From an optimization exercise on the open Yosys and OpenROAD flow, aimed at small area; shortcuts taken in it are not production practice.
In this exercise RTL edits were held to simulation tests only and were not proved equivalent to the original.
Power figures rest on the tool's default switching activity, not on a simulated workload.

`flow/config.mk`:
```
export PLATFORM = sky130hd
export DESIGN_NAME = multicycle_core
export DESIGN_NICKNAME = multicycle_core
export VERILOG_FILES = /design/flow/design.v
export SDC_FILE = /design/flow/constraint.sdc
export NUM_CORES = 4
export LEC_CHECK = 0
export CAP_MARGIN = 20
export CORE_MARGIN = 2
export CORE_UTILIZATION = 60
export SLEW_MARGIN = 20
```
`flow/constraint.sdc`:
```
create_clock -name core_clock -period 10.0 [get_ports {clk}]
set_input_delay 2.0000 -clock core_clock [delete_from_list [all_inputs] [get_ports {clk}]]
set_output_delay 2.0000 -clock core_clock [all_outputs]
set_load 0.01 [all_outputs]
```
`flow/design.v`:
```
module multicycle_core #(
   parameter logic [31:0] RESET_PC = 32'h0000_0000,
   parameter int          ADDR_W   = 32
) (
   input  logic              clk,
   input  logic              rst,
   output logic              mem_req,
   output logic              mem_we,
   output logic [ADDR_W-1:0] mem_addr,
   output logic [31:0]       mem_wdata,
   input  logic [31:0]       mem_rdata,
   input  logic              mem_ready,
   output logic              retire,
   output logic [ADDR_W-1:0] retire_pc,
   output logic              halted
);
   localparam logic [2:0] ST_CLR   = 3'd0;   
   localparam logic [2:0] ST_FETCH = 3'd1;   
   localparam logic [2:0] ST_EX1   = 3'd2;   
   localparam logic [2:0] ST_MEMW  = 3'd3;   
   localparam logic [2:0] ST_EX2   = 3'd4;   
   localparam logic [2:0] ST_HALT  = 3'd5;
   localparam logic [2:0] C_ILL = 3'd0;
   localparam logic [2:0] C_R   = 3'd1;
   localparam logic [2:0] C_I   = 3'd2;
   localparam logic [2:0] C_LW  = 3'd3;
   localparam logic [2:0] C_SW  = 3'd4;
   localparam logic [2:0] C_BEQ = 3'd5;
   logic [2:0]  state;
   logic [3:0]  ph;
   logic [2:0]  cls;
   logic [31:7] ir;
   logic [31:0] rf [1:32-1];
   logic [31:0] P, A, D;
   logic        carry, icarry, flag, prevhi;
   wire last  = (ph == 4'd15);
   wire first = (ph == 4'd0);
   wire s_clr  = (state == ST_CLR);
   wire s_fet  = (state == ST_FETCH);
   wire s_ex1  = (state == ST_EX1);
   wire s_memw = (state == ST_MEMW);
   wire s_ex2  = (state == ST_EX2);
   wire [2:0] f3 = ir[14:12];
   wire [4:0] rd = ir[11:7];
   wire [4:0] ra = ir[19:15];
   wire [4:0] rb = ir[24:20];
   wire is_r   = (cls == C_R);
   wire is_alu = (cls == C_R) || (cls == C_I);
   wire is_lw  = (cls == C_LW);
   wire is_sw  = (cls == C_SW);
   wire is_beq = (cls == C_BEQ);
   wire op_shift  = is_alu && (f3[1:0] == 2'b01);
   wire op_slt    = is_alu && (f3 == 3'b010);
   wire op_single = is_alu && !op_shift && !op_slt;
   logic [1:0] rs1c, rs2c;
   always_comb begin
      rs1c = 2'b00;
      rs2c = 2'b00;
      for (int r = 1; r < 32; r++) begin
         rs1c = rs1c | (rf[r][1:0] & {2{ra == 5'(r)}});
         rs2c = rs2c | (rf[r][1:0] & {2{rb == 5'(r)}});
      end
   end
   wire [31:0] imm_i = {{20{ir[31]}}, ir[31:20]};
   wire [31:0] imm_s = {{20{ir[31]}}, ir[31:25], ir[11:7]};
   wire [31:0] imm_b = {{19{ir[31]}}, ir[31], ir[7], ir[30:25], ir[11:8], 1'b0};
   wire [31:0] imm   = is_sw ? imm_s : (is_beq ? imm_b : imm_i);
   wire [1:0]  immc  = imm[{ph, 1'b0} +: 2];
   wire       sub  = (is_r && f3 == 3'b000 && ir[30]) || op_slt;
   wire [1:0] Pc   = P[1:0];
   wire [1:0] opa  = s_ex2 ? Pc : rs1c;
   wire [1:0] opb  = is_r ? rs2c : immc;
   wire [1:0] opbx = opb ^ {2{sub}};
   wire       cin  = first ? sub : carry;
   wire [2:0] sum3 = {1'b0, opa} + {1'b0, opbx} + {2'b00, cin};
   wire [1:0] sum  = sum3[1:0];
   wire       lt   = (opa[1] ^ opb[1]) ? opa[1] : sum[1];
   logic [1:0] alu_res;
   always_comb begin
      case (f3)
         3'b100:  alu_res = rs1c ^ opb;
         3'b110:  alu_res = rs1c | opb;
         3'b111:  alu_res = rs1c & opb;
         default: alu_res = sum;
      endcase
   end
   wire       ici  = (ph == 4'd1) ? 1'b1 : (first ? 1'b0 : icarry);
   wire [2:0] inc3 = {1'b0, Pc} + {2'b00, ici};
   wire [1:0] npc  = (s_ex2 && is_beq && flag) ? sum : inc3[1:0];
   wire [4:0] shamt = ir[29:25];
   wire       right = f3[2];
   wire [3:0] sj    = shamt[4:1];
   wire [4:0] tap   = right ? ({1'b0, sj} + {4'b0000, shamt[0]}) : (5'd16 - {1'b0, sj});
   wire [1:0] T     = (tap[4] & right) ? D_in : D[{tap[3:0], 1'b0} +: 2];
   wire [4:0] tidx  = {1'b0, ph} + tap;
   wire       tout  = s_ex1 ? !right : (right ? tidx[4] : !tidx[4]);
   wire [1:0] Tm    = tout ? {2{right & flag}} : T;
   wire [1:0] shout = shamt[0] ? {Tm[0], prevhi} : Tm;
   wire final_rot = (s_ex1 && op_single) || s_ex2;
   wire fetch_req = last && (s_clr || s_fet || final_rot);
   wire data_req  = last && (s_ex1 || s_memw) && (is_lw || is_sw);
   wire eq_now    = (rs1c == rs2c);
   wire eq_all    = (first ? 1'b1 : flag) && eq_now;
   wire [31:0] rpc  = RESET_PC;
   wire [1:0]  rpcc = rpc[{ph, 1'b0} +: 2];
   wire [1:0] A_in = s_clr ? rpcc :
                     final_rot ? npc :
                     (s_ex1 && (is_lw || is_sw)) ? sum : A[1:0];
   wire [1:0] P_in = s_clr ? rpcc : final_rot ? npc : Pc;
   wire [1:0] D_in = is_sw ? rs2c : rs1c;
   logic       wen;
   logic [1:0] wd;
   always_comb begin
      wen = 1'b0;
      wd  = 2'b00;
      if (s_ex1 && op_single) begin
         wen = 1'b1;
         wd  = alu_res;
      end else if (s_ex2) begin
         if (is_lw) begin
            wen = 1'b1;
            wd  = D[1:0];
         end else if (op_slt) begin
            wen = 1'b1;
            wd  = {1'b0, first & flag};
         end else if (op_shift) begin
            wen = 1'b1;
            wd  = shout;
         end
      end
   end
   wire [6:0] n_op = mem_rdata[6:0];
   wire [2:0] n_f3 = mem_rdata[14:12];
   wire [6:0] n_f7 = mem_rdata[31:25];
   logic [2:0] n_cls;
   logic       n_rok, n_iok;
   always_comb begin
      case (n_f3)
         3'b000, 3'b101: n_rok = (n_f7 == 7'h00) || (n_f7 == 7'h20);
         3'b011:         n_rok = 1'b0;
         default:        n_rok = (n_f7 == 7'h00);
      endcase
      case (n_f3)
         3'b001:  n_iok = (n_f7 == 7'h00);
         3'b101:  n_iok = (n_f7 == 7'h00) || (n_f7 == 7'h20);
         3'b011:  n_iok = 1'b0;
         default: n_iok = 1'b1;
      endcase
      n_cls = C_ILL;
      if (n_op == 7'b0110011 && n_rok)                  n_cls = C_R;
      if (n_op == 7'b0010011 && n_iok)                  n_cls = C_I;
      if (n_op == 7'b0000011 && n_f3 == 3'b010)         n_cls = C_LW;
      if (n_op == 7'b0100011 && n_f3 == 3'b010)         n_cls = C_SW;
      if (n_op == 7'b1100011 && n_f3 == 3'b000)         n_cls = C_BEQ;
   end
   wire n_ishift = (n_op == 7'b0010011) && (n_f3[1:0] == 2'b01);
   always_ff @(posedge clk) begin
      if (!rst) begin
         state <= ST_CLR;
         ph    <= 4'd0;
      end else begin
         ph <= ph + 4'd1;
         case (state)
            ST_CLR, ST_FETCH:
               if (last) state <= mem_ready ? ST_EX1 : ST_FETCH;
            ST_EX1: begin
               if (first && (cls == C_ILL)) state <= ST_HALT;
               else if (first && (is_lw || is_sw) && sum != 2'b00) state <= ST_HALT;
               else if (last) begin
                  if (op_single)             state <= mem_ready ? ST_EX1 : ST_FETCH;
                  else if (is_lw || is_sw)   state <= mem_ready ? ST_EX2 : ST_MEMW;
                  else if (is_beq && eq_all && ir[8]) state <= ST_HALT;
                  else                       state <= ST_EX2;
               end
            end
            ST_MEMW:
               if (last && mem_ready) state <= ST_EX2;
            ST_EX2:
               if (last) state <= mem_ready ? ST_EX1 : ST_FETCH;
            default: state <= ST_HALT;
         endcase
      end
   end
   always_ff @(posedge clk) begin
      if (fetch_req && mem_ready) begin
         cls       <= n_cls;
         ir[24:7]  <= mem_rdata[24:7];
         ir[31:30] <= mem_rdata[31:30];
         ir[29:25] <= n_ishift ? mem_rdata[24:20] : mem_rdata[29:25];
      end else if (s_ex1 && is_r && op_shift) begin
         if (ph == 4'd0) ir[26:25] <= rs2c;
         if (ph == 4'd1) ir[28:27] <= rs2c;
         if (ph == 4'd2) ir[29]    <= rs2c[0];
      end
      carry  <= sum3[2];
      icarry <= inc3[2];
      prevhi <= Tm[1];
      if (s_ex1) begin
         if (is_beq)        flag <= eq_all;
         else if (last)     flag <= op_slt ? lt : (rs1c[1] & ir[30]);
      end
      P <= {P_in, P[31:2]};
      A <= {A_in, A[31:2]};
      if (data_req && mem_ready && is_lw) D <= mem_rdata;
      else                                D <= {D_in, D[31:2]};
      for (int r = 1; r < 32; r++)
         rf[r] <= {(s_clr || (wen && rd == 5'(r))) ? (s_clr ? 2'b00 : wd) : rf[r][1:0],
                   rf[r][31:2]};
   end
   assign mem_req   = fetch_req || data_req;
   assign mem_we    = data_req && is_sw;
   assign mem_addr  = {A_in, A[31:2]};
   assign mem_wdata = {D_in, D[31:2]};
   assign retire    = first && final_rot;
   assign retire_pc = {P[31:2], 2'b00};
   assign halted    = (state == ST_HALT);
endmodule
```
`flow/flow/run.sh`:
```
#!/bin/bash
# The standard ORFS layout (standard.sh), with these changes:
#  - synthesis without the adder cells (ADDER_MAP_FILE empty); the combinational logic of the
#    standard synthesis netlist is then re-mapped by ABC for area, with the flip-flops, their
#    names and cell types untouched (checked below; on any difference the standard netlist is
#    kept);
#  - ports buffered with buf_1;
#  - a clock tree of clkbuf_8 without dummy loads.
# Each tool's output goes to a log file of its own in this folder.
set -euo pipefail
ARGS=(ADDER_MAP_FILE=
      "BUFFER_PORTS_ARGS=-buffer_cell sky130_fd_sc_hd__buf_1"
      "CTS_ARGS=-sink_clustering_enable -repair_clock_nets -dont_use_dummy_load -buf_list sky130_fd_sc_hd__clkbuf_8 -sink_clustering_size 20 -sink_clustering_max_diameter 60")
bash standard.sh "${ARGS[@]}" synth > synth.log 2>&1

RES=orfs/results/sky130hd/multicycle_core/base
LIB=$FLOW_HOME/platforms/sky130hd/lib/sky130_fd_sc_hd__tt_025C_1v80.lib
DU=$(sed -n '/^export DONT_USE_CELLS/,/^$/p' $FLOW_HOME/platforms/sky130hd/config.mk | tr -d '\\' | tr ' ' '\n' | grep '^sky130' | sed 's/^/-dont_use /' | tr '\n' ' ')
cp $RES/1_2_yosys.v $RES/1_2_yosys_standard.v
sed -e "s#@LIB@#$LIB#g" -e "s#@DU@#$DU#g" -e "s#@IN@#$RES/1_2_yosys_standard.v#g" \
    -e "s#@OUT@#$RES/1_2_yosys_remap.v#g" flow/remap.ys > remap_run.ys
flops() { grep -E '^\s*sky130_fd_sc_hd__\S*(df|dl)\S* ' "$1" | awk '{print $1, $2}' | sort; }
if yosys -s remap_run.ys > remap.log 2>&1 && [[ -s $RES/1_2_yosys_remap.v ]] &&
   [[ "$(flops $RES/1_2_yosys_standard.v)" == "$(flops $RES/1_2_yosys_remap.v)" ]]; then
  cp $RES/1_2_yosys_remap.v $RES/1_2_yosys.v
  echo "remap: used" >> remap.log
else
  echo "remap: flip-flops differ or yosys failed; keeping the standard netlist" >> remap.log
  touch $RES/1_2_yosys.v
fi
bash standard.sh "${ARGS[@]}" finish > flow.log 2>&1
```
`flow/flow/remap.ys`:
```
# Re-map the combinational logic of the standard synthesis netlist; flip-flops stay as they are.
read_liberty -ignore_miss_func @LIB@
read_verilog @IN@
hierarchy -top multicycle_core
setattr -mod -set keep_hierarchy 1 sky130_fd_sc_hd__dfxtp_1 sky130_fd_sc_hd__edfxtp_1
flatten
opt_clean
abc -liberty @LIB@ @DU@ -script +strash;&get,-n;&dch;&nf,-R,1000;&put;topo;dnsize
opt_clean -purge
hilomap -singleton -hicell sky130_fd_sc_hd__conb_1 HI -locell sky130_fd_sc_hd__conb_1 LO
insbuf -buf sky130_fd_sc_hd__buf_4 A X
splitnets
opt_clean -purge
stat -liberty @LIB@
select multicycle_core
write_verilog -noattr -nohex -nodec -selected @OUT@
```
`flow/standard.sh`:
```
#!/bin/bash
# synth_recipe.tcl (not shown) runs the flow's synth.tcl, then flattens the netlist and writes it again
# the make line also repeats each setting of config.mk as NAME=value (left out here)
make -C /OpenROAD-flow-scripts/flow DESIGN_CONFIG=/design/flow/config.mk WORK_HOME=/design/flow/orfs CLKGATE_MAP_FILE= SYNTH_SCRIPT=/design/flow/synth_recipe.tcl "${@:-finish}"
```
==> run notes, run 1 <==
outcome=no timing/DRC/antenna violations; YS warnings=2; Mapped Area=between 20000 and 30000 µm²; Mapped Avg Cell Area=between 10 and 15 µm²; synthesized instance count=around 2000; CP max FO=14; post-route ant nets=0; clock slew at reported path FFs=about 0.10 ns; Hold Path Cell Cnt=0; TritonRoute pass-1 iters=5; hpwl dp=~37000 µm; Comb pwr share=less than 1%; fin crit share=about 72%; H-tree depth=3; clock share of power=28.6%; drt wl/cell=~20 µm; worst slew pin tran=~1.0 ns; VDD IR-drop max=~0.21 mV; Setup TNS=0 ns; dpl cells=between 2000 and 3000; Die X-Extent=between 200 and 250 µm; Clock Tree Root=clkbuf_8; vias in the first global route=between 10000 and 15000; Routed WL=around 54000 µm; antenna cells=0; Tot GR Track Use=approximately 22%; hold_buf cts=0; Hold Fails Final Rpt=0; post-CTS setup buffers=0; critical path class=reg2out; static leakage=between 10 and 15 nW; CP arrival=5.25 ns; vias=~14000; height of the die=between 200 and 250 µm; Worst Hold Class=reg2reg; relative slew slack=between 30% and 40%; Req. time, crit path=roughly 8.0 ns; I/O pin total=around 140; Sw Pwr=between 0.001 and 0.0015 W; via/cell ratio=a little over 5; antenna violations before repair=0; post-CTS sizing=0; worst r2r src=ir[18]; Hold Path Sink=rf[2][24]; r2r setup slk=4.00 ns; reg2reg path depth=13; drt drc=0; Net Sw Frac=19.2%; Starting Density=60.4%; ratio of cells with drive above 1 in the final layout=4.11%; final setup violation count=0; fin crit period=7.25 ns; pwr dens=215 nW/µm²; Reg-to-Reg End=rf[23][30]; CTS tree=yes; Num CTS Buffers=70; 1st-iter DRT viols=~1100; core region area=around 46000 µm²; largest net degree at the start of global routing=47; hold_sp=rf[2][26]; area grow syn2layout=5.92%; Filler cells=about 3400; Worst Skew=0.0862 ns; first-pass GRT wire length=79100 µm; sequential share of power=70.7%; RSZ-0062 raised after global routing=false; port buffer count=roughly 130; # rows=79; count of non-filler cells in the finished layout=about 2700; Max Freq=roughly 0.14 GHz; CP endpoint kind=output port; later-pin clock latency in the skew report=~0.67 ns; # clock sinks=1127; Die Area=approximately 48000 µm²; Int Pwr=0.00515 W; Max clock buf depth=3; total grt overflow=0; Pins Over Slew Limit=0; CP Launch Type=flip-flop; Nets=around 2200; Routability Congestion=slightly above 0.9; total of max-cap violations=0
## per-stage QoR
step | utilization [%] | cell area [µm²] | setup slack (ns) | total power [W] | hold WS [ns]
floorplan | - | 28000 | 4.60 | 0.00463 | 0.310
global placement | 61.9 | 28600 | 3.54 | 0.00465 | 0.310
detailed placement | 61.9 | 28600 | 3.48 | 0.00465 | 0.312
CTS | 64.0 | 29600 | 2.76 | 0.00644 | 0.256
global route | 64.0 | 29600 | 2.34 | 0.00660 | 0.257
finish | 64.0 | 29600 | 2.75 | 0.00638 | 0.256
## cell type report
class	count	area (µm²)	share of cell area (%)
well taps	607	759	2.56
clock buffers	70	963	3.25
flip-flops and latches	1127	22900	77.2
multi-input cells	761	4390	14.8
repair buffers	146	601	2.03
inverters	13	48.8	0.165
## flip-flops by register name, summed over array words and instances (netlist names)
signal	count
ir	25
A	32
icarry	1
flag	1
cls	3
ph	4
P	32
prevhi	1
D	32
state	3
carry	1
rf	992
## layer usage
| layer | vias up | track usage [%] | routed length, µm |
|---|---|---|---|
| li1 | 6810 | - | - |
| met1 | 6739 | 32.9 | 26500 |
| met3 | 90 | 3.92 | 2400 |
| met5 | - | 0 | 0 |
| met4 | 0 | 7.11 | 1520 |
| met2 | 360 | 34.3 | 24000 |
## power groups by stage
stage           logic, W  registers [W]  clock network [W]
2_1_floorplan  0.0000249        0.00461                  0
3_3_place_gp   0.0000417        0.00461                  0
5_1_grt        0.0000475        0.00451            0.00204
4_1_cts        0.0000428        0.00451            0.00189
3_5_place_dp   0.0000425        0.00461                  0
6_report       0.0000439        0.00451            0.00183
## critical path: stages, from the launching register on
cell and delay [ns]:
edfxtp_1 0.68, clkinv_1 0.46, a22oi_1 0.28, nor3_1 0.07, a21oi_1 0.13, o2111ai_1 0.12, a311o_1 0.35, nor4_1 0.59
mux2i_1 0.33, xnor2_1 0.41, o21a_1 0.24, xnor2_1 0.20, nor2_1 0.08, o21ai_0 0.44, buf_1 0.20
## worst max-delay path by stage
stage	start	endpoint	cells past startpoint
final	ir[24]	mem_addr[31]	14
after global routing	ir[24]	mem_addr[31]	14
after CTS	ir[24]	mem_addr[31]	14
after detailed placement	ir[18]	mem_addr[31]	13
after global placement	ir[18]	mem_addr[31]	13
after floorplan	ir[23]	mem_addr[31]	13
## layout by cell type (no fill, tap or decap), types with 29 or more instances in the layout
cell type     n
edfxtp_1     29
nand2_1     147
dfxtp_1    1098
a21oi_1      57
o21ai_0     105
clkbuf_8     70
nand3_1      65
mux2_1       32
buf_1       132
nor2_1       87
==> run 2: changes to the inputs <==
--- a/flow/design.v
+++ b/flow/design.v
@@ -32,5 +32,6 @@
    logic [31:7] ir;
    logic [31:0] rf [1:32-1];
-   logic [31:0] P, A, D;
+   logic [31:0] P, D;
+   logic [29:0] A;    
    logic        carry, icarry, flag, prevhi;
    wire last  = (ph == 4'd15);
@@ -106,5 +107,5 @@
    wire [1:0] A_in = s_clr ? rpcc :
                      final_rot ? npc :
-                     (s_ex1 && (is_lw || is_sw)) ? sum : A[1:0];
+                     s_fet ? Pc : sum;
    wire [1:0] P_in = s_clr ? rpcc : final_rot ? npc : Pc;
    wire [1:0] D_in = is_sw ? rs2c : rs1c;
@@ -201,5 +202,5 @@
       end
       P <= {P_in, P[31:2]};
-      A <= {A_in, A[31:2]};
+      A <= {A_in, A[29:2]};
       if (data_req && mem_ready && is_lw) D <= mem_rdata;
       else                                D <= {D_in, D[31:2]};
@@ -210,5 +211,5 @@
    assign mem_req   = fetch_req || data_req;
    assign mem_we    = data_req && is_sw;
-   assign mem_addr  = {A_in, A[31:2]};
+   assign mem_addr  = {A_in, A};
    assign mem_wdata = {D_in, D[31:2]};
    assign retire    = first && final_rot;
==> run 2 against run 1 <==
Net effect: still clean on timing, DRC and antenna; synthesized area decreased by 1.1%; routed wire length decreased by 0.35%; sequential share of layout area increased by 0.23 points; critical path type unchanged; critical endpoint unchanged; largest power group unchanged; highest routed layer unchanged.
==> run notes, run 2 <==
outcome=no timing/DRC/antenna violations; Comb pwr share=0.8% (about the same); Slowest cell on crit path=edfxtp_1; I/O pin total=135 (unchanged); Worst path most repeated cell=nor2_1; static leakage=11.2 nW (-0.21%); relative slew slack=34.3% (+3.5 points); clock slew at reported path FFs=0.11 ns (about the same); Nets=2122 (-1.5%); Clock Tree Root=clkbuf_8; # rows=78 (-1.3%); synthesized instance count=1937 (-2.8%); Sw Pwr=0.00123 W (+0.64%); post-route ant nets=0 (unchanged); post-CTS sizing=0 (unchanged); antenna violations before repair=1 (+1); Mapped Area=27700 µm² (-1.1%); largest net degree at the start of global routing=67 (+43%); total grt overflow=0 (unchanged); most frequent cells in the layout=1096 x dfxtp_1, 132 x buf_1, 119 x nor2_1; Pins Over Slew Limit=0 (unchanged); Starting Density=60.8% (+0.38 points); Die Area=47800 µm² (-1.1%); CP Launch Type=flip-flop; core region area=45500 µm² (-1.7%); later-pin clock latency in the skew report=0.68 ns (about the same); Max Freq=0.140 GHz (+1.6%); Num CTS Buffers=68 (-2.9%); antenna cells=0 (unchanged); Routed WL=54200 µm (-0.35%); total of max-cap violations=0 (unchanged); largest registers=rf: 992 flops, D: 32 flops, P: 32 flops; sequential share of power=70.7% (about the same); fin crit share=71.3% (-1.1 points); Req. time, crit path=8.00 ns (about the same); hold_buf cts=0 (unchanged); final setup violation count=0 (unchanged); CP max FO=23 (+9); Largest Register=rf; Setup TNS=0 ns (unchanged); Hold Fails Final Rpt=0 (unchanged); clock share of power=28.5% (about the same); height of the die=219 µm (-0.53%); worst slew pin tran=0.979 ns (-0.0559 ns); # clock sinks=1125 (-0.18%); area grow syn2layout=6.56%; port buffer count=132 (unchanged); RSZ-0062 raised after global routing=false; TritonRoute pass-1 iters=5 (unchanged); critical path class=reg2out; Largest register FFs=992 (unchanged); worst path cell trace=mux2i_1 > nor4b_1 > a2111oi_0 > o311a_1 > o311ai_0 > nor4_1 > o21ai_0 > and2_0 > nor2_1 > xor2_1 > a31oi_1 > nor3_1 > nor2_1 > buf_1; CP arrival=5.13 ns (-0.12 ns); Worst Hold Class=reg2reg; r2r setup slk=4.57 ns (+0.57 ns); Routability Congestion=0.885 (-4.6%); Tot GR Track Use=23.0% (+0.49 points); ratio of cells with drive above 1 in the final layout=4.03% (-0.081 points); Worst Skew=0.119 ns (+0.0326 ns); 1st-iter DRT viols=1040 (-4.8%); fin crit period=7.13 ns (-0.112 ns); drt wl/cell=20.2 µm (+1.1%); vias=13700 (-1.9%); VDD IR-drop max=0.197 mV (-5.4%); CTS tree=yes; Int Pwr=0.00513 W (-0.45%); CP endpoint kind=output port; Filler cells=3220 (-5.3%); post-CTS setup buffers=0 (unchanged); Max clock buf depth=3 (unchanged); hpwl dp=37800 µm (+1.2%); H-tree depth=3 (unchanged); pwr dens=216 nW/µm² (+0.24%); Mapped Avg Cell Area=14.3 µm² (+1.7%); final non-filler cell area=29500 µm² (-0.47%); via/cell ratio=5.12 (-0.43%); CP peak stage delay=0.91 ns (+0.23 ns); first-pass GRT wire length=80600 µm (+1.9%); most common cell after layout, fill and taps aside=dfxtp_1; Net Sw Frac=19.4% (+0.17 points); placed inst area=28500 µm² (-0.39%); YS warnings=2 (unchanged); Worst Hold Slack=0.264 ns (+0.00824 ns); Die X-Extent=219 µm (-0.53%); vias in the first global route=13400 (+1.3%); drt drc=0 (unchanged)
[run 2: changes by cell type in the layout (fill, tap and decap cells not counted), sizes merged, moves of 7 or more]
| cell | delta |
|---|---|
| nand2 | -37 |
| a22oi | -8 |
| nand3 | +7 |
| nor2 | +32 |
| mux2i | +21 |
| o21ai | -9 |
| a31oi | +8 |
| a22o | -11 |
[run 2: metrics by stage]
| stage | utilization [%] | total power [W] | instances | setup slack, ns |
|---|---|---|---|---|
| 2_1_floorplan | - | 0.00463 | 1938 | 4.55 |
| 3_3_place_gp | 62.7 | 0.00465 | 2617 | 3.63 |
| 3_5_place_dp | 62.7 | 0.00465 | 2617 | 3.55 |
| 4_1_cts | 64.8 | 0.00642 | 2685 | 2.82 |
| 5_1_grt | 64.8 | 0.00658 | 2685 | 2.21 |
| 6_report | 64.8 | 0.00636 | 2685 | 2.87 |
[run 2: power groups by stage]
stage,sequential (W),clock (W),combinational (W)
6_report,0.00450,0.00181,0.0000479
5_1_grt,0.00450,0.00203,0.0000521
4_1_cts,0.00450,0.00187,0.0000471
3_5_place_dp,0.00460,0,0.0000469
3_3_place_gp,0.00460,0,0.0000462
2_1_floorplan,0.00460,0,0.0000255
[run 2: final timing paths]
path	cells past startpoint	endpoint	from
setup / recovery	14	mem_addr[31]	ir[22]
hold / removal	0	rf[23][19]	rf[23][21]
setup reg to reg	18	state[1]	ir[22]
hold reg to reg	0	rf[23][19]	rf[23][21]
[run 2: worst max-delay path, delay by kind of cell (launching register included)]
| kind | cells | cell delay (ns) |
|---|---|---|
| AOI/OAI and AO/OA | 5 | 1.42 |
| xor gates and xnor gates | 1 | 0.30 |
| buffers and inverters | 1 | 0.13 |
| DFF | 1 | 0.91 |
| muxes | 1 | 0.30 |
| and+or+nand+nor | 6 | 1.47 |
[run 2: routing by layer]
metal | vias to the layer above | wire length (µm) | global-route usage (%)
li1 | 6683 | - | -
met1 | 6605 | 25300 | 32.5
met2 | 346 | 24500 | 35.3
met3 | 105 | 2800 | 4.29
met4 | 0 | 1670 | 8.99
met5 | - | 0 | 0
[run 2: area by class of cell]
type	instances	area, µm²	share of cell area, %
clock buffers	68	936	3.18
inverters	12	45.0	0.153
multi-input cells	739	4360	14.8
flip-flops and latches	1125	22800	77.4
well taps	600	751	2.55
repair buffers	141	563	1.91
==> run 3: changes to the inputs <==
--- a/flow/design.v
+++ b/flow/design.v
@@ -33,5 +33,5 @@
    logic [31:0] rf [1:32-1];
    logic [31:0] P, D;
-   logic [29:0] A;    
+   logic [27:0] A;
    logic        carry, icarry, flag, prevhi;
    wire last  = (ph == 4'd15);
@@ -202,5 +202,5 @@
       end
       P <= {P_in, P[31:2]};
-      A <= {A_in, A[29:2]};
+      A <= {A_in, A[27:2]};
       if (data_req && mem_ready && is_lw) D <= mem_rdata;
       else                                D <= {D_in, D[31:2]};
@@ -211,5 +211,5 @@
    assign mem_req   = fetch_req || data_req;
    assign mem_we    = data_req && is_sw;
-   assign mem_addr  = {A_in, A};
+   assign mem_addr  = {A_in, A, 2'b00};
    assign mem_wdata = {D_in, D[31:2]};
    assign retire    = first && final_rot;
==> run 3 against run 2 <==
Net effect: clock power about the same; still clean on timing, DRC and antenna; worst hold slack gained 0.025 ns; global-route usage hardly changed; cell count about the same; highest routed layer unchanged.
==> run notes, run 3 <==
outcome=no timing/DRC/antenna violations; most common cell after layout, fill and taps aside=dfxtp_1; CP max FO=23 (unchanged); post-CTS setup buffers=0 (unchanged); post-route ant nets=0 (unchanged); Routed WL=54000 µm (-0.37%); crit path setup slack, layout=2.73 ns (-0.135 ns); Worst Skew=0.0987 ns (-0.0201 ns); critical path class=reg2out; ratio of cells with drive above 1 in the final layout=4.13% (+0.098 points); Max Freq=0.138 GHz (-1.9%); hpwl dp=37900 µm (+0.20%); Clock Tree Root=clkbuf_8; pwr dens=215 nW/µm² (-0.36%); DR top layer=met4; CP arrival=5.27 ns (+0.14 ns); YS warnings=2 (unchanged); Tot GR Track Use=23.0% (+0.026 points); CP endpoint kind=output port; Nets=2121 (-0.047%); 1st-iter DRT viols=1087 (+4.5%); kind of cell adding the most delay to the critical path=compound AO/OA/AOI/OAI gates; Comb pwr share=0.8% (about the same); # clock sinks=1123 (-0.18%); CP bufs+invs=1 (unchanged); sequential share of power=70.9% (+0.2 points); Worst Hold Class=reg2reg; final setup violation count=0 (unchanged); total grt overflow=0 (unchanged); I/O pin total=135 (unchanged); Slowest cell on crit path=edfxtp_1; height of the die=219 µm (about the same); Max clock buf depth=3 (unchanged); first-pass GRT wire length=81100 µm (+0.66%); later-pin clock latency in the skew report=0.68 ns (about the same); worst slew pin tran=1.00 ns (+0.0214 ns); Mapped Area=27600 µm² (about the same); RSZ-0062 raised after global routing=false; Int Pwr=0.00512 W (-0.17%); hold_buf cts=0 (unchanged); Sw Pwr=0.00122 W (-1.3%); clock share of power=28.4% (about the same); # rows=78 (unchanged); Setup TNS=0 ns (unchanged); clock slew at reported path FFs=0.11 ns (about the same); fin crit share=72.7% (+1.3 points); Starting Density=60.9% (+0.076 points); CTS tree=yes; Largest register FFs=992 (unchanged); via/cell ratio=5.11 (-0.16%); Req. time, crit path=8.00 ns (about the same); VDD IR-drop max=0.174 mV (-12%); static leakage=11.2 nW (about the same); Hold Fails Final Rpt=0 (unchanged); Filler cells=3151 (-2.1%); Pins Over Slew Limit=0 (unchanged); Worst path most repeated cell=nor2_1; Routability Congestion=0.888 (+0.34%); worst path cell trace=mux2i_1 > nor4b_1 > a2111oi_0 > o311a_1 > o311ai_0 > nor4_1 > o21ai_0 > and2_0 > nor2_1 > xor2_1 > a31oi_1 > nor3_1 > nor2_1 > buf_1; TritonRoute pass-1 iters=5 (unchanged); routed length on met2=25000 µm (+2.3%); largest registers=rf: 992 flops, D: 32 flops, P: 32 flops; port buffer count=130 (-1.5%); antenna cells=0 (unchanged); relative slew slack=32.8% (-1.5 points); post-CTS sizing=0 (unchanged); Net Sw Frac=19.2% (-0.17 points); most frequent cells in the layout=1094 x dfxtp_1, 130 x buf_1, 119 x nor2_1; Largest Register=rf; drt wl/cell=20.1 µm (-0.33%); total of max-cap violations=0 (unchanged); CP peak stage delay=0.90 ns (about the same); Die Area=47800 µm² (about the same); wire length on met3=2340 µm (-16%); antenna violations before repair=0 (-1); area grow syn2layout=6.63% (about the same); Num CTS Buffers=68 (unchanged); fin crit period=7.27 ns (+0.135 ns); largest net degree at the start of global routing=67 (unchanged); Mapped Avg Cell Area=14.3 µm² (about the same); CP Launch Type=flip-flop; Die X-Extent=219 µm (about the same); H-tree depth=3 (unchanged); pre-CTS WS=3.44 ns (-0.109 ns); drt drc=0 (unchanged); met1 wire length=25400 µm (+0.21%); synthesized instance count=1937 (unchanged); vias=13700 (-0.20%); vias in the first global route=13700 (+2.5%); core region area=45400 µm² (-0.21%)
[run 3: through the flow]
step	utilization [%]	hold WS (ns)	power [W]	cells	area (µm²)
6_report	64.9	0.289	0.00634	2684	29500
5_1_grt	64.9	0.289	0.00656	2684	29500
4_1_cts	64.9	0.287	0.00640	2683	29400
3_5_place_dp	62.8	0.312	0.00464	2615	28500
3_3_place_gp	62.8	0.309	0.00464	2615	28500
2_1_floorplan	-	0.310	0.00462	1940	27600
[run 3: cell type report]
cell class	count	area [µm²]	area share, %
Clock buffer	68	936	3.18
Inverter	12	45.0	0.153
Multi-Input combinational cell	741	4380	14.9
Sequential cell	1123	22800	77.3
Tap cell	600	751	2.55
Timing Repair Buffer	140	583	1.98
[run 3: path summary, 6_finish.rpt]
kind	from	end	slack [ns]	cells past startpoint
setup / recovery	ir[22]	mem_addr[31]	2.73	14
hold reg to reg	rf[18][26]	rf[18][24]	0.29	0
setup reg to reg	ir[22]	state[0]	4.43	17
hold / removal	rf[18][26]	rf[18][24]	0.29	0
[run 3: layer usage]
metal  vias to the layer above  global-route usage [%]
li1                       6690                       -
met1                      6594                    32.3
met2                       322                    36.2
met3                       106                    4.51
met4                         0                    7.07
met5                         -                       0
[run 3: power groups by stage]
stage | Sequential, W | Clock (W) | Combinational [W]
global placement | 0.00459 | 0 | 0.0000463
detailed placement | 0.00460 | 0 | 0.0000469
global route | 0.00449 | 0.00201 | 0.0000521
CTS | 0.00449 | 0.00186 | 0.0000471
floorplan | 0.00459 | 0 | 0.0000264
finish | 0.00449 | 0.00180 | 0.0000483
==> run 4: changes to the inputs <==
--- a/flow/design.v
+++ b/flow/design.v
@@ -16,9 +16,11 @@
 );
    localparam logic [2:0] ST_CLR   = 3'd0;   
-   localparam logic [2:0] ST_FETCH = 3'd1;   
+   localparam logic [2:0] ST_FWAIT = 3'd1;   
    localparam logic [2:0] ST_EX1   = 3'd2;   
-   localparam logic [2:0] ST_MEMW  = 3'd3;   
+   localparam logic [2:0] ST_DWAIT = 3'd3;   
    localparam logic [2:0] ST_EX2   = 3'd4;   
    localparam logic [2:0] ST_HALT  = 3'd5;
+   localparam logic [2:0] ST_AL1   = 3'd6;   
+   localparam logic [2:0] ST_AL2   = 3'd7;   
    localparam logic [2:0] C_ILL = 3'd0;
    localparam logic [2:0] C_R   = 3'd1;
@@ -33,13 +35,16 @@
    logic [31:0] rf [1:32-1];
    logic [31:0] P, D;
-   logic [27:0] A;
+   logic [29:0] A;    
+   logic [1:0]  Atop;
    logic        carry, icarry, flag, prevhi;
    wire last  = (ph == 4'd15);
    wire first = (ph == 4'd0);
    wire s_clr  = (state == ST_CLR);
-   wire s_fet  = (state == ST_FETCH);
+   wire s_fw   = (state == ST_FWAIT);
    wire s_ex1  = (state == ST_EX1);
-   wire s_memw = (state == ST_MEMW);
+   wire s_dw   = (state == ST_DWAIT);
    wire s_ex2  = (state == ST_EX2);
+   wire s_al2  = (state == ST_AL2);
+   wire s_wait = s_fw || s_dw;
    wire [2:0] f3 = ir[14:12];
    wire [4:0] rd = ir[11:7];
@@ -99,6 +104,6 @@
    wire [1:0] shout = shamt[0] ? {Tm[0], prevhi} : Tm;
    wire final_rot = (s_ex1 && op_single) || s_ex2;
-   wire fetch_req = last && (s_clr || s_fet || final_rot);
-   wire data_req  = last && (s_ex1 || s_memw) && (is_lw || is_sw);
+   wire fetch_req = (last && (s_clr || final_rot)) || s_fw;
+   wire data_req  = ((last && s_ex1) || s_dw) && (is_lw || is_sw);
    wire eq_now    = (rs1c == rs2c);
    wire eq_all    = (first ? 1'b1 : flag) && eq_now;
@@ -107,5 +112,5 @@
    wire [1:0] A_in = s_clr ? rpcc :
                      final_rot ? npc :
-                     s_fet ? Pc : sum;
+                     sum;
    wire [1:0] P_in = s_clr ? rpcc : final_rot ? npc : Pc;
    wire [1:0] D_in = is_sw ? rs2c : rs1c;
@@ -163,20 +168,26 @@
          ph <= ph + 4'd1;
          case (state)
-            ST_CLR, ST_FETCH:
-               if (last) state <= mem_ready ? ST_EX1 : ST_FETCH;
+            ST_CLR:
+               if (last) state <= mem_ready ? ST_EX1 : ST_FWAIT;
+            ST_FWAIT:
+               if (mem_ready) state <= last ? ST_EX1 : ST_AL1;
+            ST_AL1:
+               if (last) state <= ST_EX1;
             ST_EX1: begin
                if (first && (cls == C_ILL)) state <= ST_HALT;
                else if (first && (is_lw || is_sw) && sum != 2'b00) state <= ST_HALT;
                else if (last) begin
-                  if (op_single)             state <= mem_ready ? ST_EX1 : ST_FETCH;
-                  else if (is_lw || is_sw)   state <= mem_ready ? ST_EX2 : ST_MEMW;
+                  if (op_single)             state <= mem_ready ? ST_EX1 : ST_FWAIT;
+                  else if (is_lw || is_sw)   state <= mem_ready ? ST_EX2 : ST_DWAIT;
                   else if (is_beq && eq_all && ir[8]) state <= ST_HALT;
                   else                       state <= ST_EX2;
                end
             end
-            ST_MEMW:
-               if (last && mem_ready) state <= ST_EX2;
+            ST_DWAIT:
+               if (mem_ready) state <= last ? ST_EX2 : ST_AL2;
+            ST_AL2:
+               if (last) state <= ST_EX2;
             ST_EX2:
-               if (last) state <= mem_ready ? ST_EX1 : ST_FETCH;
+               if (last) state <= mem_ready ? ST_EX1 : ST_FWAIT;
             default: state <= ST_HALT;
          endcase
@@ -202,7 +213,11 @@
       end
       P <= {P_in, P[31:2]};
-      A <= {A_in, A[27:2]};
+      if (!s_wait) begin
+         if (last) Atop <= A_in;
+         else      A    <= {A_in, A[29:2]};
+      end
       if (data_req && mem_ready && is_lw) D <= mem_rdata;
-      else                                D <= {D_in, D[31:2]};
+      else if (last && s_ex1 && is_sw && !mem_ready) D[1:0] <= D_in;
+      else if (!s_dw && !s_al2) D <= {D_in, D[31:2]};
       for (int r = 1; r < 32; r++)
          rf[r] <= {(s_clr || (wen && rd == 5'(r))) ? (s_clr ? 2'b00 : wd) : rf[r][1:0],
@@ -211,6 +226,6 @@
    assign mem_req   = fetch_req || data_req;
    assign mem_we    = data_req && is_sw;
-   assign mem_addr  = {A_in, A, 2'b00};
-   assign mem_wdata = {D_in, D[31:2]};
+   assign mem_addr  = {s_wait ? Atop : A_in, A};
+   assign mem_wdata = {s_dw ? D[1:0] : D_in, D[31:2]};
    assign retire    = first && final_rot;
    assign retire_pc = {P[31:2], 2'b00};
==> run 4 against run 3 <==
Net effect: power rose by 1.1%; highest routed layer unchanged; count of clock-buffer cells in the layout rose by 2; routed wire length fell by 1.3%; sequential power rose by 1%; largest power group unchanged; critical path type unchanged; still clean.
==> run notes, run 4 <==
outcome=no timing/DRC/antenna violations; Clock Tree Root=clkbuf_8; height of the die=222 µm (+1.5%); 1st-iter DRT viols=941 (-13%); core region area=46800 µm² (+3.0%); Largest register FFs=992 (unchanged); Worst path most repeated cell=nor2_1; placed inst area=29500 µm² (+3.4%); final core occ=65.1% (+0.13 points); final non-filler cell area=30400 µm² (+3.2%); Die X-Extent=222 µm (+1.5%); Num CTS Buffers=70 (+2.9%); via/cell ratio=5.24 (+2.5%); CP peak stage delay=0.71 ns (-0.19 ns); dpl cells=2687 (+2.8%); count of non-filler cells in the finished layout=2757 (+2.7%); Pins Over Slew Limit=0 (unchanged); post-CTS setup buffers=0 (unchanged); Starting Density=61.0% (+0.080 points); # clock sinks=1127 (+0.36%); CP Launch Type=flip-flop; area grow syn2layout=6.71% (about the same); Tot GR Track Use=21.9% (-1.1 points); Max clock buf depth=3 (unchanged); Slowest cell on crit path=edfxtp_1; vias in the first global route=14100 (+2.7%); antenna cells=0 (unchanged); CP bufs+invs=2 (+1); synthesized instance count=1991 (+2.8%); vias=14400 (+5.3%); Filler cells=3499 (+11%); Max Freq=0.149 GHz (+8.0%); Nets=2187 (+3.1%); hpwl dp=37200 µm (-1.8%); YS warnings=2 (unchanged); drt wl/cell=19.3 µm (-3.9%); CTS tree=yes; CP arrival=4.73 ns (-0.54 ns); kind of cell adding the most delay to the critical path=simple AND/OR/NAND/NOR gates; Mapped Area=28500 µm² (+3.2%); hold_buf cts=0 (unchanged); Hold Fails Final Rpt=0 (unchanged); most frequent cells in the layout=1034 x dfxtp_1, 136 x nand2_1, 132 x buf_1; H-tree depth=3 (unchanged); CP max FO=14 (-39%); Worst Skew=0.116 ns (+0.0172 ns); # rows=79 (+1.3%); Routability Congestion=0.897 (+0.97%); clock slew at reported path FFs=0.11 ns (about the same); final setup violation count=0 (unchanged); Largest Register=rf; Req. time, crit path=8.00 ns (about the same); total of max-cap violations=0 (unchanged); CP endpoint kind=output port; largest registers=rf: 992 flops, D: 32 flops, P: 32 flops; largest net degree at the start of global routing=48 (-28%); TritonRoute pass-1 iters=5 (unchanged); fin crit share=67.3% (-5.4 points); pwr dens=211 nW/µm² (-2.0%); Mapped Avg Cell Area=14.3 µm² (+0.36%); first-pass GRT wire length=81700 µm (+0.66%); total grt overflow=0 (unchanged); critical path class=reg2out; Routed WL=53300 µm (-1.3%); port buffer count=132 (+1.5%); Setup TNS=0 ns (unchanged); Die Area=49300 µm² (+3.1%); worst slew pin tran=0.976 ns (-0.0242 ns); fin crit period=6.73 ns (-0.540 ns); antenna violations before repair=0 (unchanged); drt drc=0 (unchanged); most common cell after layout, fill and taps aside=dfxtp_1; later-pin clock latency in the skew report=0.68 ns (about the same); Worst Hold Class=reg2reg; ratio of cells with drive above 1 in the final layout=4.33% (+0.20 points); worst path cell trace=clkinv_1 > and2_0 > a32oi_1 > o22ai_1 > nand2_1 > nand3_1 > nor2_1 > and2_0 > a211oi_1 > a21oi_1 > nor2_1 > o31ai_1 > a21oi_1 > nor2_1 > nor2_1 > buf_1; post-CTS sizing=0 (unchanged); I/O pin total=135 (unchanged); static leakage=11.5 nW (+3.0%); VDD IR-drop max=0.177 mV (+1.6%); total power=0.00641 W (+1.1%); RSZ-0062 raised after global routing=false; relative slew slack=34.2% (+1.4 points); post-route ant nets=0 (unchanged)
## run 4: path summary, 6_finish.rpt
path / from / endpoint / slack (ns) / depth (start not counted)
max: ir[22] / mem_addr[31] / 3.27 / 16
min: rf[13][28] / rf[13][26] / 0.24 / 0
max reg2reg: ir[22] / rf[11][31] / 4.86 / 16
min reg2reg: rf[13][28] / rf[13][26] / 0.24 / 0
## run 4: stage by stage
step	hold WS [ns]	setup WS (ns)
after floorplan	0.310	3.49
after global placement	0.310	4.04
after detailed placement	0.312	4.06
after CTS	0.244	3.30
after global routing	0.235	2.77
final	0.244	3.27
## run 4: layout make-up
type	instances	area, µm²	share of cell area, %
sequential	1127	23500	77.2
multi-input combinational	790	4520	14.9
clock buffer	70	963	3.17
inverter	13	48.8	0.160
timing repair buffer	150	631	2.07
tap	607	759	2.50
## run 4: metal layers
layer  global-route usage (%)  wire, µm  up-vias
li1                         -         -     6986
met3                     3.46      2440      118
met4                     9.11      1970        0
met5                        0         0        -
met2                     34.2     24000      383
met1                     30.8     24900     6955
## run 4: power breakdown
| part | total, W | internal (W) | switching, W |
|---|---|---|---|
| clock network | 0.00182 | 0.000633 | 0.00119 |
| registers | 0.00454 | 0.00454 | 0.00000378 |
| logic | 0.0000440 | 0.0000147 | 0.0000293 |
==> run 5: changes to the inputs <==
--- a/flow/design.v
+++ b/flow/design.v
@@ -22,5 +22,5 @@
    localparam logic [2:0] ST_HALT  = 3'd5;
    localparam logic [2:0] ST_AL1   = 3'd6;   
-   localparam logic [2:0] ST_AL2   = 3'd7;   
+   localparam logic [2:0] ST_PRE2  = 3'd7;
    localparam logic [2:0] C_ILL = 3'd0;
    localparam logic [2:0] C_R   = 3'd1;
@@ -45,5 +45,5 @@
    wire s_dw   = (state == ST_DWAIT);
    wire s_ex2  = (state == ST_EX2);
-   wire s_al2  = (state == ST_AL2);
+   wire s_pre2 = (state == ST_PRE2);
    wire s_wait = s_fw || s_dw;
    wire [2:0] f3 = ir[14:12];
@@ -98,7 +98,10 @@
    wire [3:0] sj    = shamt[4:1];
    wire [4:0] tap   = right ? ({1'b0, sj} + {4'b0000, shamt[0]}) : (5'd16 - {1'b0, sj});
-   wire [1:0] T     = (tap[4] & right) ? D_in : D[{tap[3:0], 1'b0} +: 2];
+   wire [1:0] T     = D[1:0];
    wire [4:0] tidx  = {1'b0, ph} + tap;
-   wire       tout  = s_ex1 ? !right : (right ? tidx[4] : !tidx[4]);
+   wire       tout  = s_ex1 ? !right : s_pre2 ? 1'b0 : (right ? tidx[4] : !tidx[4]);
+   wire       d_sh  = s_dw ? 1'b0 :
+                      s_pre2 ? (op_shift && tidx[4]) :
+                      (s_ex2 && op_shift && !right) ? tidx[4] : 1'b1;
    wire [1:0] Tm    = tout ? {2{right & flag}} : T;
    wire [1:0] shout = shamt[0] ? {Tm[0], prevhi} : Tm;
@@ -164,5 +167,5 @@
       if (!rst) begin
          state <= ST_CLR;
-         ph    <= 4'd0;
+         ph    <= 3'd0;
       end else begin
          ph <= ph + 4'd1;
@@ -181,10 +184,11 @@
                   else if (is_lw || is_sw)   state <= mem_ready ? ST_EX2 : ST_DWAIT;
                   else if (is_beq && eq_all && ir[8]) state <= ST_HALT;
+                  else if (op_shift && right) state <= ST_PRE2;
                   else                       state <= ST_EX2;
                end
             end
             ST_DWAIT:
-               if (mem_ready) state <= last ? ST_EX2 : ST_AL2;
-            ST_AL2:
+               if (mem_ready) state <= last ? ST_EX2 : ST_PRE2;
+            ST_PRE2:
                if (last) state <= ST_EX2;
             ST_EX2:
@@ -219,5 +223,5 @@
       if (data_req && mem_ready && is_lw) D <= mem_rdata;
       else if (last && s_ex1 && is_sw && !mem_ready) D[1:0] <= D_in;
-      else if (!s_dw && !s_al2) D <= {D_in, D[31:2]};
+      else if (d_sh) D <= {D_in, D[31:2]};
       for (int r = 1; r < 32; r++)
          rf[r] <= {(s_clr || (wen && rd == 5'(r))) ? (s_clr ? 2'b00 : wd) : rf[r][1:0],
==> run 5 against run 4 <==
Net effect: still clean; count of clock-buffer cells in the layout is 1 lower; power shrank 0.34%; final area fell by 0.78%; sequential share of layout area increased by 0.61 points; clock skew rose by 0.0038 ns; first-iteration DRC count fell by 0.85%; global-route usage decreased by 0.53 points; sequential power about the same; register-to-register slack got worse by 0.13 ns; worst hold slack improved by 0.054 ns; synthesized cell count down 3.2%; sequential cell count did not move; highest routed layer unchanged.
==> run notes, run 5 <==
CP bufs+invs=2 (unchanged); RSZ-0062 raised after global routing=false; Routed WL=51900 µm (-2.8%); largest registers=rf: 992 flops, D: 32 flops, P: 32 flops; synthesized instance count=1928 (-3.2%); fin crit share=71.5% (+4.2 points); Worst path most repeated cell=nor2_1; Filler cells=3418 (-2.3%); # clock sinks=1127 (unchanged); r2r setup slk=4.73 ns (-0.13 ns); Largest register FFs=992 (unchanged); area grow syn2layout=6.64% (about the same); Clock Tree Root=clkbuf_8; Slowest cell on crit path=edfxtp_1; total of max-cap violations=0 (unchanged); Routability Congestion=0.850 (-5.2%); hpwl dp=35500 µm (-4.7%); Mapped Area=28300 µm² (-0.72%); placed inst area=29200 µm² (-0.85%); count of non-filler cells in the finished layout=2687 (-2.5%); first-pass GRT wire length=78600 µm (-3.8%); Max clock buf depth=3 (unchanged); YS warnings=2 (unchanged); post-route ant nets=0 (unchanged); worst path cell trace=nor2b_1 > nand2_1 > nor2_1 > a311oi_1 > nand3_1 > a31oi_1 > a41oi_1 > or4_1 > a211oi_1 > buf_4 > nor2_1 > a21oi_1 > nor2_1 > nor2_1 > a21oi_1 > xnor2_1 > a211oi_1 > mux2_1 > buf_1; Req. time, crit path=8.00 ns (about the same); CP arrival=5.15 ns (+0.42 ns); CTS tree=yes; 1st-iter DRT viols=933 (-0.85%); I/O pin total=135 (unchanged); final setup violation count=0 (unchanged); port buffer count=132 (unchanged); vias in the first global route=13300 (-5.9%); CP peak stage delay=0.89 ns (+0.18 ns); dpl cells=2617 (-2.6%); Max Freq=0.140 GHz (-5.9%); Worst Skew=0.120 ns (+0.00380 ns); antenna cells=0 (unchanged); outcome=no timing/DRC/antenna violations; CP max FO=22 (+8); Mapped Avg Cell Area=14.7 µm² (+2.5%); worst slew pin tran=0.956 ns (-0.0205 ns); H-tree depth=3 (unchanged); VDD IR-drop max=0.191 mV (+7.9%); Setup TNS=0 ns (unchanged); final non-filler cell area=30200 µm² (-0.78%); total grt overflow=0 (unchanged); Die X-Extent=221 µm (-0.35%); Pins Over Slew Limit=0 (unchanged); height of the die=221 µm (-0.35%); pwr dens=212 nW/µm² (+0.44%); CP Launch Type=flip-flop; pre-CTS WS=3.55 ns (-0.513 ns); post-CTS sizing=0 (unchanged); clock slew at reported path FFs=0.11 ns (about the same); Largest Register=rf; CP endpoint kind=output port; hold_buf cts=0 (unchanged); Worst Hold Class=reg2reg; # rows=79 (unchanged); critical path class=reg2out; drt wl/cell=19.3 µm (-0.24%); ratio of cells with drive above 1 in the final layout=4.13% (-0.19 points); Die Area=48900 µm² (-0.71%); Nets=2117 (-3.2%); fin crit period=7.15 ns (+0.419 ns); largest net degree at the start of global routing=66 (+38%); crit path setup slack, layout=2.85 ns (-0.419 ns); Hold Fails Final Rpt=0 (unchanged); later-pin clock latency in the skew report=0.69 ns (about the same); Starting Density=60.8% (-0.18 points); Tot GR Track Use=21.4% (-0.53 points); most common cell after layout, fill and taps aside=dfxtp_1; TritonRoute pass-1 iters=5 (unchanged); total power=0.00639 W (-0.34%); via/cell ratio=5.18 (-1.1%); static leakage=11.4 nW (-1.3%); relative slew slack=35.9% (+1.7 points); vias=13900 (-3.6%); antenna violations before repair=1 (+1); Num CTS Buffers=69 (-1.4%); post-CTS setup buffers=0 (unchanged); kind of cell adding the most delay to the critical path=simple AND/OR/NAND/NOR gates; core region area=46600 µm² (-0.42%); drt drc=0 (unchanged); most frequent cells in the layout=1034 x dfxtp_1, 132 x buf_1, 109 x nand2_1
## run 5: routing by layer
metal,wire [µm],vias to the layer above,track usage (%)
li1,-,6721,-
met1,24900,6754,31.5
met2,22600,339,31.4
met3,2760,103,4.22
met4,1570,0,8.38
met5,0,-,0
## run 5: worst paths after layout
check                           startpoint           end  cells after the start
worst min-delay path            rf[21][12]    rf[21][10]                      0
worst max register to register      ir[16]    rf[31][31]                     22
worst min register to register  rf[21][12]    rf[21][10]                      0
worst max-delay path                ir[16]  mem_addr[31]                     19
## run 5: stage by stage
step	utilization, %	hold WS, ns
after floorplan	-	0.310
after global placement	62.7	0.309
after detailed placement	62.7	0.312
after CTS	64.8	0.298
after global routing	64.8	0.294
final	64.8	0.298
## run 5: area by class of cell
class / instances / area [µm²] / share of cell area (%)
clock buffers: 69 / 950 / 3.15
inverters: 15 / 56.3 / 0.187
multi-input cells: 725 / 4320 / 14.3
flip-flops and latches: 1127 / 23500 / 77.8
well taps: 607 / 759 / 2.52
repair buffers: 144 / 606 / 2.01
## run 5: power breakdown
group	total [W]	leakage, nW	internal [W]	switching (W)
sequential	0.00454	9.34	0.00454	0.00000324
combinational	0.0000404	1.54	0.0000147	0.0000257
clock	0.00181	0.496	0.000625	0.00118
total	0.00639	11.4	0.00518	0.00121
==> run 6: changes to the inputs <==
--- a/flow/design.v
+++ b/flow/design.v
@@ -15,12 +15,13 @@
    output logic              halted
 );
-   localparam logic [2:0] ST_CLR   = 3'd0;   
-   localparam logic [2:0] ST_FWAIT = 3'd1;   
-   localparam logic [2:0] ST_EX1   = 3'd2;   
-   localparam logic [2:0] ST_DWAIT = 3'd3;   
-   localparam logic [2:0] ST_EX2   = 3'd4;   
-   localparam logic [2:0] ST_HALT  = 3'd5;
-   localparam logic [2:0] ST_AL1   = 3'd6;   
-   localparam logic [2:0] ST_PRE2  = 3'd7;
+   localparam logic [3:0] ST_CLR   = 4'd0;   
+   localparam logic [3:0] ST_FWAIT = 4'd1;   
+   localparam logic [3:0] ST_EX1   = 4'd2;   
+   localparam logic [3:0] ST_DWAIT = 4'd3;   
+   localparam logic [3:0] ST_EX2   = 4'd4;   
+   localparam logic [3:0] ST_HALT  = 4'd5;
+   localparam logic [3:0] ST_AL1   = 4'd6;   
+   localparam logic [3:0] ST_AL2   = 4'd7;   
+   localparam logic [3:0] ST_EXR   = 4'd8;   
    localparam logic [2:0] C_ILL = 3'd0;
    localparam logic [2:0] C_R   = 3'd1;
@@ -29,5 +30,5 @@
    localparam logic [2:0] C_SW  = 3'd4;
    localparam logic [2:0] C_BEQ = 3'd5;
-   logic [2:0]  state;
+   logic [3:0]  state;
    logic [3:0]  ph;
    logic [2:0]  cls;
@@ -45,5 +46,6 @@
    wire s_dw   = (state == ST_DWAIT);
    wire s_ex2  = (state == ST_EX2);
-   wire s_pre2 = (state == ST_PRE2);
+   wire s_al2  = (state == ST_AL2);
+   wire s_exr  = (state == ST_EXR);
    wire s_wait = s_fw || s_dw;
    wire [2:0] f3 = ir[14:12];
@@ -100,8 +102,7 @@
    wire [1:0] T     = D[1:0];
    wire [4:0] tidx  = {1'b0, ph} + tap;
-   wire       tout  = s_ex1 ? !right : s_pre2 ? 1'b0 : (right ? tidx[4] : !tidx[4]);
-   wire       d_sh  = s_dw ? 1'b0 :
-                      s_pre2 ? (op_shift && tidx[4]) :
-                      (s_ex2 && op_shift && !right) ? tidx[4] : 1'b1;
+   wire       tout  = s_ex1 ? !right : s_exr ? 1'b0 : (right ? tidx[4] : !tidx[4]);
+   wire       d_sh  = !(s_dw || s_al2) &&
+                      !((s_exr || (s_ex2 && op_shift && !right)) && !tidx[4]);
    wire [1:0] Tm    = tout ? {2{right & flag}} : T;
    wire [1:0] shout = shamt[0] ? {Tm[0], prevhi} : Tm;
@@ -167,5 +168,5 @@
       if (!rst) begin
          state <= ST_CLR;
-         ph    <= 3'd0;
+         ph    <= 4'd0;
       end else begin
          ph <= ph + 4'd1;
@@ -184,11 +185,11 @@
                   else if (is_lw || is_sw)   state <= mem_ready ? ST_EX2 : ST_DWAIT;
                   else if (is_beq && eq_all && ir[8]) state <= ST_HALT;
-                  else if (op_shift && right) state <= ST_PRE2;
+                  else if (op_shift && right) state <= ST_EXR;
                   else                       state <= ST_EX2;
                end
             end
             ST_DWAIT:
-               if (mem_ready) state <= last ? ST_EX2 : ST_PRE2;
-            ST_PRE2:
+               if (mem_ready) state <= last ? ST_EX2 : ST_AL2;
+            ST_AL2, ST_EXR:
                if (last) state <= ST_EX2;
             ST_EX2:
==> run 6 against run 5 <==
Net effect: first-iteration DRC count rose by 1.5%; non-clock buffer count decreased by 2; critical path depth down 3; setup slack gained 0.31 ns; synthesized cell count grew 0.57%; count of clock-buffer cells in the layout unchanged; critical path type unchanged.
==> run notes, run 6 <==
outcome=no timing/DRC/antenna violations; Num CTS Buffers=69 (unchanged); fin crit share=68.3% (-3.1 points); Die X-Extent=221 µm (about the same); hpwl dp=36100 µm (+1.8%); CP arrival=4.83 ns (-0.32 ns); total grt overflow=0 (unchanged); Setup TNS=0 ns (unchanged); Req. time, crit path=8.00 ns (about the same); later-pin clock latency in the skew report=0.69 ns (about the same); Largest Register=rf; Routability Congestion=0.860 (+1.2%); Filler cells=3372 (-1.3%); dpl cells=2627 (+0.38%); vias in the first global route=13600 (+2.8%); VDD IR-drop max=0.204 mV (+7.1%); post-CTS sizing=0 (unchanged); Clock Tree Root=clkbuf_8; Hold Path Cell Cnt=0 (unchanged); port buffer count=132 (unchanged); Net Sw Frac=19.1% (+0.15 points); drt drc=0 (unchanged); critical path class=reg2out; RSZ-0062 raised after global routing=false; YS warnings=2 (unchanged); drt wl/cell=19.5 µm (+0.82%); Sw Pwr=0.00122 W (+1.1%); total of max-cap violations=0 (unchanged); pwr dens=213 nW/µm² (+0.52%); CP max FO=19 (-14%); sequential share of power=71.0% (about the same); static leakage=11.4 nW (-0.12%); largest net degree at the start of global routing=63 (-4.5%); Int Pwr=0.00518 W (+0.10%); count of non-filler cells in the finished layout=2697 (+0.37%); area grow syn2layout=6.55% (about the same); Hold Fails Final Rpt=0 (unchanged); Max Freq=0.146 GHz (+4.6%); Pins Over Slew Limit=0 (unchanged); pre-CTS WS=3.89 ns (+0.348 ns); most common cell after layout, fill and taps aside=dfxtp_1; # rows=79 (unchanged); CP Launch Type=flip-flop; core region area=46600 µm² (unchanged); largest registers=rf: 992 flops, D: 32 flops, P: 32 flops; Starting Density=60.7% (-0.086 points); first-pass GRT wire length=79200 µm (+0.70%); Mapped Area=28300 µm² (-0.14%); Tot GR Track Use=21.4% (+0.050 points); Routed WL=52500 µm (+1.2%); final non-filler cell area=30100 µm² (-0.23%); Max clock buf depth=3 (unchanged); crit path setup slack, layout=3.17 ns (+0.313 ns); # clock sinks=1128 (+0.089%); post-route ant nets=0 (unchanged); Nets=2126 (+0.43%); most frequent cells in the layout=1035 x dfxtp_1, 132 x buf_1, 116 x nand2_1; synthesized instance count=1939 (+0.57%); via/cell ratio=5.15 (-0.62%); Die Area=48900 µm² (-0.14%); ratio of cells with drive above 1 in the final layout=4.02% (-0.11 points); post-CTS setup buffers=0 (unchanged); clock share of power=28.3% (about the same); antenna violations before repair=2 (+1); placed inst area=29200 µm² (-0.17%); relative slew slack=22.6% (-13 points); clock slew at reported path FFs=0.11 ns (about the same); 1st-iter DRT viols=947 (+1.5%); height of the die=221 µm (about the same); final core occ=64.7% (-0.15 points); vias=13900 (-0.25%); I/O pin total=135 (unchanged); H-tree depth=3 (unchanged); Worst Skew=0.105 ns (-0.0150 ns); Comb pwr share=0.7% (about the same); worst slew pin tran=1.13 ns (+0.176 ns); CTS tree=yes; Mapped Avg Cell Area=14.6 µm² (-0.71%); hold_buf cts=0 (unchanged); CP endpoint kind=output port; Largest register FFs=992 (unchanged); final setup violation count=0 (unchanged); TritonRoute pass-1 iters=8 (+3); reg2reg path depth=17 (-23%); Worst Hold Class=reg2reg; fin crit period=6.83 ns (-0.313 ns)
[run 6: cell type report]
cell class / instances / area (µm²) / share of cell area (%)
clock buffer: 69 / 950 / 3.15
tap: 607 / 759 / 2.52
timing repair buffer: 142 / 571 / 1.89
sequential: 1128 / 23500 / 78.1
antenna: 1 / 2.50 / 0.00831
multi-input combinational: 737 / 4270 / 14.2
inverter: 13 / 48.8 / 0.162
[run 6: per-layer routing]
metal | track usage [%] | share of wire [%]
met2 | 33.3 | 45
met1 | 29.7 | 46
met4 | 8.01 | 3.5
met3 | 4.71 | 5.1
met5 | 0 | 0.021
[run 6: path summary, 6_finish.rpt]
check | slack [ns] | start | endpoint
min | 0.25 | rf[15][30] | rf[15][28]
max | 3.17 | ir[20] | mem_addr[31]
min reg2reg | 0.25 | rf[15][30] | rf[15][28]
max reg2reg | 5.04 | ir[20] | rf[7][31]
[run 6: power by group through the flow]
stage / Clock (W) / Combinational (W) / Sequential [W]
floorplan: 0 / 0.0000241 / 0.00465
global placement: 0 / 0.0000427 / 0.00465
detailed placement: 0 / 0.0000433 / 0.00465
CTS: 0.00188 / 0.0000436 / 0.00455
global route: 0.00202 / 0.0000480 / 0.00455
finish: 0.00182 / 0.0000443 / 0.00455
[run 6: through the flow]
step | hold WS [ns] | power, W
after global routing | 0.251 | 0.00662
final | 0.253 | 0.00641
after CTS | 0.255 | 0.00647
after floorplan | 0.310 | 0.00467
after global placement | 0.310 | 0.00469
after detailed placement | 0.312 | 0.00469
[run 6: critical path: stages (launching register included)]
cell and delay [ns]:
edfxtp_1 0.85, nor2b_1 0.34, a32oi_1 0.28, nand2_1 0.08, a221oi_1 0.27, o21ai_0 0.10
nor3_1 0.58, nand2_1 0.10, o21ai_0 0.23, xnor2_1 0.23, nor2b_1 0.21, nor2_1 0.11
xnor2_1 0.32, a21o_1 0.20, nand2_1 0.06, nand2_1 0.07, buf_1 0.15
==> run 7: changes to the inputs <==
--- a/flow/design.v
+++ b/flow/design.v
@@ -36,5 +36,5 @@
    logic [31:0] rf [1:32-1];
    logic [31:0] P, D;
-   logic [29:0] A;    
+   logic [27:0] A;
    logic [1:0]  Atop;
    logic        carry, icarry, flag, prevhi;
@@ -219,6 +219,6 @@
       P <= {P_in, P[31:2]};
       if (!s_wait) begin
-         if (last) Atop <= A_in;
-         else      A    <= {A_in, A[29:2]};
+         if (last)        Atop <= A_in;
+         else if (!first) A    <= {A_in, A[27:2]};
       end
       if (data_req && mem_ready && is_lw) D <= mem_rdata;
@@ -231,5 +231,5 @@
    assign mem_req   = fetch_req || data_req;
    assign mem_we    = data_req && is_sw;
-   assign mem_addr  = {s_wait ? Atop : A_in, A};
+   assign mem_addr  = {s_wait ? Atop : A_in, A, 2'b00};
    assign mem_wdata = {s_dw ? D[1:0] : D_in, D[31:2]};
    assign retire    = first && final_rot;
==> run 7 against run 6 <==
Net effect: count of clock-buffer cells in the layout did not move; clock skew fell by 0.025 ns; sequential cell count fell by 2; power rose by 0.74%; largest cell class unchanged; highest routed layer is now met4.
==> run notes, run 7 <==
CTS tree=yes; Clock Tree Root=clkbuf_8; pwr dens=215 nW/µm² (+0.84%); height of the die=221 µm (about the same); drt drc=0 (unchanged); 1st-iter DRT viols=1001 (+5.7%); ratio of cells with drive above 1 in the final layout=4.11% (+0.088 points); Starting Density=60.7% (about the same); port buffer count=130 (-1.5%); Mapped Avg Cell Area=14.5 µm² (-0.26%); fin crit share=73.9% (+5.5 points); antenna cells=0 (-1); YS warnings=2 (unchanged); sequential share of power=70.8% (-0.2 points); total of max-cap violations=0 (unchanged); worst slew pin tran=1.08 ns (-0.0493 ns); hold_buf cts=0 (unchanged); Num CTS Buffers=69 (unchanged); largest net degree at the start of global routing=57 (-9.5%); final setup violation count=0 (unchanged); Largest Register=rf; post-CTS sizing=0 (unchanged); first-pass GRT wire length=81400 µm (+2.9%); antenna violations before repair=3 (+1); final non-filler cell area=30100 µm² (about the same); CP endpoint kind=output port; post-CTS setup buffers=0 (unchanged); TritonRoute pass-1 iters=5 (-3); VDD IR-drop max=0.197 mV (-3.7%); Worst Skew=0.0802 ns (-0.0246 ns); placed inst area=29100 µm² (about the same); Largest register FFs=992 (unchanged); Int Pwr=0.00520 W (+0.38%); drt wl/cell=19.9 µm (+2.5%); Nets=2130 (+0.19%); Worst Hold Class=reg2reg; Setup TNS=0 ns (unchanged); hpwl dp=37300 µm (+3.4%); Max Freq=0.135 GHz (-7.5%); vias in the first global route=13600 (-0.029%); total grt overflow=0 (unchanged); via/cell ratio=5.22 (+1.5%); RSZ-0062 raised after global routing=false; clock slew at reported path FFs=0.11 ns (about the same); Die Area=48800 µm² (about the same); crit path setup slack, layout=2.61 ns (-0.552 ns); I/O pin total=135 (unchanged); vias=14100 (+1.6%); Mapped Area=28200 µm² (about the same); static leakage=11.3 nW (-0.73%); Hold Fails Final Rpt=0 (unchanged); H-tree depth=3 (unchanged); critical path class=reg2out; most common cell after layout, fill and taps aside=dfxtp_1; fin crit period=7.39 ns (+0.552 ns); outcome=no timing/DRC/antenna violations; CP max FO=16 (-3); Die X-Extent=221 µm (about the same); # rows=79 (unchanged); later-pin clock latency in the skew report=0.69 ns (about the same); pre-CTS WS=3.39 ns (-0.505 ns); Routability Congestion=0.950 (+10%); core region area=46600 µm² (unchanged); CP arrival=5.39 ns (+0.56 ns); area grow syn2layout=6.50% (about the same); Max clock buf depth=3 (unchanged); Comb pwr share=1.1% (+0.4 points); Net Sw Frac=19.4% (+0.29 points); synthesized instance count=1943 (+0.21%); clock share of power=28.2% (about the same); largest registers=rf: 992 flops, D: 32 flops, P: 32 flops; Req. time, crit path=8.00 ns (about the same); post-route ant nets=0 (unchanged); Routed WL=53800 µm (+2.6%); relative slew slack=27.1% (+4.6 points); CP Launch Type=flip-flop; Sw Pwr=0.00125 W (+2.3%); most frequent cells in the layout=1035 x dfxtp_1, 130 x buf_1, 116 x nand2_1; Pins Over Slew Limit=0 (unchanged); # clock sinks=1126 (-0.18%); Tot GR Track Use=22.1% (+0.71 points)
==> run 7: critical path, stage by stage (launching register included) <==
cell and delay [ns]:
edfxtp_1 0.75, clkinv_1 0.37, a22oi_1 0.25, a21oi_1 0.06, a21oi_1 0.13, a31o_1 0.17
o311ai_0 0.19, nor3_1 0.69, o21ai_0 0.42, and2_0 0.31, clkinv_1 0.07, nand2_1 0.05
o21ai_0 0.29, xor2_1 0.32, o21ai_0 0.20, mux2_1 0.31, buf_1 0.13
==> run 7: cell type report <==
| cell class | instances | area, µm² |
|---|---|---|
| inverter | 11 | 41.3 |
| multi-input combinational | 745 | 4300 |
| fill | 3297 | 16500 |
| tap | 607 | 759 |
| clock buffer | 69 | 950 |
| timing repair buffer | 142 | 578 |
| sequential | 1126 | 23500 |
==> run 7: metrics by stage <==
step	hold slack [ns]	instances	power [W]	util, %
after floorplan	0.310	1946	0.00471	-
after global placement	0.310	2631	0.00474	62.6
after detailed placement	0.312	2631	0.00474	62.6
after CTS	0.281	2700	0.00652	64.6
after global routing	0.286	2700	0.00669	64.6
final	0.278	2700	0.00646	64.6
==> run 7: layer usage <==
layer	vias to the layer above	wire length, µm	GRT usage (%)
met5	-	0	0
met4	0	1290	6.60
met3	80	2540	4.09
met2	361	23800	33.6
met1	6841	26200	32.6
li1	6822	-	-
==> run 7: power by group through the flow <==
stage | Sequential (W) | Combinational [W] | Clock, W
4_1_cts | 0.00457 | 0.0000695 | 0.00188
5_1_grt | 0.00457 | 0.0000769 | 0.00204
2_1_floorplan | 0.00468 | 0.0000291 | 0
6_report | 0.00457 | 0.0000699 | 0.00182
3_5_place_dp | 0.00467 | 0.0000692 | 0
3_3_place_gp | 0.00467 | 0.0000683 | 0
==> run 7: final timing paths <==
kind	from	end	slack, ns	cells past startpoint
setup / recovery	ir[15]	mem_addr[31]	2.61	16
hold / removal	rf[18][31]	rf[18][29]	0.28	0
setup reg to reg	ir[15]	rf[24][31]	4.57	17
hold reg to reg	rf[18][31]	rf[18][29]	0.28	0

Setup slack of run 7, layout unchanged: 2.613 ns with ideal ports, 2.558 ns with driving cells assumed (clock clkbuf_16, inputs buf_2), 3.264 ns with port delays also shifted by the 0.706 ns mid clock arrival.
